What follows belongs to an exercise in optimizing a design on an open flow for small area, a short achievable clock period and few clock cycles; a production flow would make more cautious choices. Function was checked by simulation only, so behaviour that the tests miss may differ from the original. Power is estimated from default activity; no workload was simulated.

==> inputs of run M <==
## postfix_eval_top
module postfix_eval_top (
  input  logic        clk,
  input  logic        rst,
  input  logic        tok_valid,
  output logic        tok_stall,
  input  logic [1:0]  tok_kind,
  input  logic [31:0] tok_value,
  input  logic [1:0]  tok_op,
  input  logic        tok_last,
  output logic        res_valid,
  input  logic        res_stall,
  output logic [31:0] res_value,
  output logic [2:0]  res_status,
  input  logic        cfg_valid,
  output logic        cfg_ready,
  input  logic        cfg_data
);
export LEC_CHECK = 0
export ABC_CLOCK_PERIOD_IN_PS = 3000
export CAP_MARGIN = 20
export CORE_MARGIN = 2
export CORE_UTILIZATION = 50
export SETUP_SLACK_MARGIN = 5
export SLEW_MARGIN = 20
create_clock -name core_clock -period 10.0 [get_ports {clk}]
standard.sh (not shown) runs the stock make flow with config.mk's settings and CLKGATE_MAP_FILE= SYNTH_SCRIPT=/design/flow/synth_recipe.tcl, a recipe that flattens the netlist after the stock synthesis.
==> flow/flow/run.sh <==
#!/bin/bash
# The standard layout (the standard.sh: ORFS synthesis to the final
# layout, unchanged) with the timing repair asked to aim for 6 ns of setup
# slack at the design's 10 ns clock, i.e. for paths of 4 ns.
set -o pipefail
bash standard.sh SETUP_SLACK_MARGIN=6.0 finish > standard_flow.log 2>&1
==> inputs of run R, as changes to run M <==
--- a/flow/design.v
+++ b/flow/design.v
@@ -32,11 +32,13 @@
   input  pxe_pkg::word_t a,
   input  pxe_pkg::word_t b,
   output pxe_pkg::word_t r0,
   output pxe_pkg::word_t r1,
   output pxe_pkg::word_t r2,
-  output pxe_pkg::word_t r3
+  output pxe_pkg::word_t r3,
+  output pxe_pkg::word_t r4,
+  output pxe_pkg::word_t r5
 );
   logic [31:0] r [17];
   function automatic logic [31:0] fs(logic [31:0] x, logic [31:0] y, logic [31:0] z);
     fs = x ^ y ^ z;
   endfunction
@@ -62,11 +64,10 @@
     end
     r[16] = negrow;
   end
   logic [31:0] l1 [12];
   logic [31:0] l2 [8];
-  logic [31:0] l3 [6];
   always_comb begin
     for (int i = 0; i < 5; i++) begin
       l1[2*i]   = fs(r[3*i], r[3*i+1], r[3*i+2]);
       l1[2*i+1] = fc(r[3*i], r[3*i+1], r[3*i+2]);
     end
@@ -74,37 +75,41 @@
     l1[11] = r[16];
     for (int i = 0; i < 4; i++) begin
       l2[2*i]   = fs(l1[3*i], l1[3*i+1], l1[3*i+2]);
       l2[2*i+1] = fc(l1[3*i], l1[3*i+1], l1[3*i+2]);
     end
-    for (int i = 0; i < 2; i++) begin
-      l3[2*i]   = fs(l2[3*i], l2[3*i+1], l2[3*i+2]);
-      l3[2*i+1] = fc(l2[3*i], l2[3*i+1], l2[3*i+2]);
-    end
-    l3[4] = l2[6];
-    l3[5] = l2[7];
   end
-  assign r0 = fs(l3[0], l3[1], l3[2]);
-  assign r1 = fc(l3[0], l3[1], l3[2]);
-  assign r2 = fs(l3[3], l3[4], l3[5]);
-  assign r3 = fc(l3[3], l3[4], l3[5]);
+  assign r0 = fs(l2[0], l2[1], l2[2]);
+  assign r1 = fc(l2[0], l2[1], l2[2]);
+  assign r2 = fs(l2[3], l2[4], l2[5]);
+  assign r3 = fc(l2[3], l2[4], l2[5]);
+  assign r4 = l2[6];
+  assign r5 = l2[7];
 endmodule
-module pxe_csa42 (
+module pxe_csa62 (
   input  pxe_pkg::word_t a,
   input  pxe_pkg::word_t b,
   input  pxe_pkg::word_t c,
   input  pxe_pkg::word_t d,
+  input  pxe_pkg::word_t e,
+  input  pxe_pkg::word_t f,
   output pxe_pkg::word_t s,
   output pxe_pkg::word_t t
 );
-  logic [31:0] x, y, m1, m2;
-  assign x  = a ^ b ^ c;
-  assign m1 = (a & b) | (a & c) | (b & c);
-  assign y  = {m1[30:0], 1'b0};
-  assign s  = x ^ y ^ d;
-  assign m2 = (x & y) | (x & d) | (y & d);
-  assign t  = {m2[30:0], 1'b0};
+  logic [31:0] x0, y0, x1, y1, x2, y2, m0, m1, m2, m3;
+  assign x0 = a ^ b ^ c;
+  assign m0 = (a & b) | (a & c) | (b & c);
+  assign y0 = {m0[30:0], 1'b0};
+  assign x1 = d ^ e ^ f;
+  assign m1 = (d & e) | (d & f) | (e & f);
+  assign y1 = {m1[30:0], 1'b0};
+  assign x2 = x0 ^ y0 ^ x1;
+  assign m2 = (x0 & y0) | (x0 & x1) | (y0 & x1);
+  assign y2 = {m2[30:0], 1'b0};
+  assign s  = x2 ^ y2 ^ y1;
+  assign m3 = (x2 & y2) | (x2 & y1) | (y2 & y1);
+  assign t  = {m3[30:0], 1'b0};
 endmodule
 module pxe_div (
   input  logic           clk,
   input  logic           start,
   input  logic           align,
@@ -211,32 +216,35 @@
   logic [2:0]     err;
   logic           skip;
   logic           last_q;
   pxe_pkg::word_t tos;
   pxe_pkg::word_t nos;
-  pxe_pkg::word_t m2, m3;
+  pxe_pkg::word_t m2, m3, m4, m5;
   pxe_pkg::word_t cell_q [MEM_N];
   logic              cv;
   pxe_pkg::tok_req_t ct;
   logic              cskip;
+  logic              cwait;     
   logic              exec;
   assign cfg_ready = 1'b1;
   assign tok_stall = cv && !exec;
   always_ff @(posedge clk) begin
     if (!tok_stall) begin
       ct    <= tok;
       cskip <= skip;
+      cwait <= tok.last_token ||
+               (tok.token_kind == pxe_pkg::KIND_OPERATOR && tok.op_code == pxe_pkg::OP_DIV);
     end
   end
   logic is_num, is_op, is_div, ok, full, few, dz, div_busy;
   logic t_push, t_as, t_mul, t_div, t_pop;
   logic [2:0] t_err;
   assign div_busy = (dst != D_OFF);
   assign is_num   = (ct.token_kind == pxe_pkg::KIND_NUMBER);
   assign is_op    = (ct.token_kind == pxe_pkg::KIND_OPERATOR);
   assign is_div   = is_op && (ct.op_code == pxe_pkg::OP_DIV);
-  assign exec     = cv && ((state == S_IDLE) ? !(div_busy && (is_div || ct.last_token)) :
+  assign exec     = cv && ((state == S_IDLE) ? !(div_busy && cwait) :
                              (state == S_MULB) ? (mbg && !ct.last_token && !res_valid) : 1'b0);
   assign ok       = (err == pxe_pkg::ST_OK);
   assign full     = cnt[6];
   assign few      = (cnt[6:1] == '0);
   assign dz       = (tos == '0);
@@ -256,25 +264,29 @@
       end else if (!cskip) begin
         t_err = pxe_pkg::ST_UNEXPECTED;
       end
     end
   end
-  pxe_pkg::word_t mr0, mr1, mr2, mr3, ms, mt, add_a, add_b, sum, div_r, div_v;
+  pxe_pkg::word_t mr0, mr1, mr2, mr3, mr4, mr5, ms, mt, add_a, add_b, sum, div_r, div_v;
   logic div_zero_q, div_last, div_done, sub, mulb;
   pxe_cell u_mul (
     .a  (nos),
     .b  (tos),
     .r0 (mr0),
     .r1 (mr1),
     .r2 (mr2),
-    .r3 (mr3)
+    .r3 (mr3),
+    .r4 (mr4),
+    .r5 (mr5)
   );
-  pxe_csa42 u_csa (
+  pxe_csa62 u_csa (
     .a (tos),
     .b (nos),
     .c (m2),
     .d (m3),
+    .e (m4),
+    .f (m5),
     .s (ms),
     .t (mt)
   );
   assign mulb  = (state == S_MULB);
   assign sub   = !mulb && ct.op_code[0];
@@ -360,10 +372,12 @@
   end
   always_ff @(posedge clk) begin
     if (t_mul) begin
       m2 <= mr2;
       m3 <= mr3;
+      m4 <= mr4;
+      m5 <= mr5;
     end
   end
   logic c_hold;
   assign c_hold = !(t_push || pop);
   genvar g;
==> flow/flow/run.sh (replaced) <==
#!/bin/bash
# The standard layout (the standard.sh: ORFS synthesis to the final
# layout, unchanged) with the timing repair asked to aim for 5.8 ns of setup
# slack at the design's 10 ns clock, i.e. for paths of 4.2 ns.
set -o pipefail
bash standard.sh SETUP_SLACK_MARGIN=5.8 finish > standard_flow.log 2>&1
Settings changed: ABC_CLOCK_PERIOD_IN_PS 3000 to 3500.
==> metrics.md <==
| Metric | Value |
|---|---|
| Status | `complete, no violations` |
| Yosys warnings | `8` |
| Yosys top cell area share | `0.371` |
| Simple-gate share of the synthesized area | `0.181` |
| Sequential share of power | `0.372` |
| Global-route wire length before repair | `506,000 µm` |
| Tap cells | `2,871` |
| Synth Area in Adders | `0.0708` |
| Syn_nets | `13.5k` |
| Post-synthesis instance total | `13.0k` |
| M3 GR Usage | `0.0577` |
| DRT iter0 DRCs | `9,892` |
| Mux cell area share after synthesis | `0.00895` |
| Core area | `~220,000 µm²` |
Source of the figures above: run M

==> metrics.md <==
| Metric | Value |
|---|---|
| Core area | `221,000 µm²` |
| Tap cells | `2,975` |
| Post-synthesis instance total | `13.1k` |
| Mux cell area share after synthesis | `0.0106` |
| Yosys top cell area share | `0.366` |
| M3 GR Usage | `0.0521` |
| Yosys warnings | `7` |
| Status | `complete, no violations` |
| Global-route wire length before repair | `between 500,000 and 600,000 µm` |
| Sequential share of power | `0.371` |
| DRT iter0 DRCs | `10.4k` |
Source of the figures above: run R

Testbench counts of run M, summed over its fixed seeds: cycles 41,436.
Testbench counts of run R, summed over its fixed seeds: cycles 41,436.

## port drivers added, routing unchanged
The flow's constraints put no driver on any port. The routed layouts listed below were extracted and timed again, unchanged, in two steps. Step 1 assumes that a clkbuf_16 drives the clock port and a buf_2 every other input. Step 2 adds t to the input delays and takes it off the output delays; t is the mean of the earliest and latest rising clock arrival at the registers after step 1. Input paths then give back, and output paths get back, about the clock's delay inside the block. a / b / c = ideal / step 1 / step 2; a / b = the first two.
run	shift t [ns]	setup WS [ns]	hold WS [ns]
run M	0.932	5.059 / 5.059 / 5.059	0.452 / 0.452 / 0.452
run R	0.961	5.426 / 5.426 / 5.426	0.449 / 0.449 / 0.449
After both steps setup and hold are still met in every run listed.
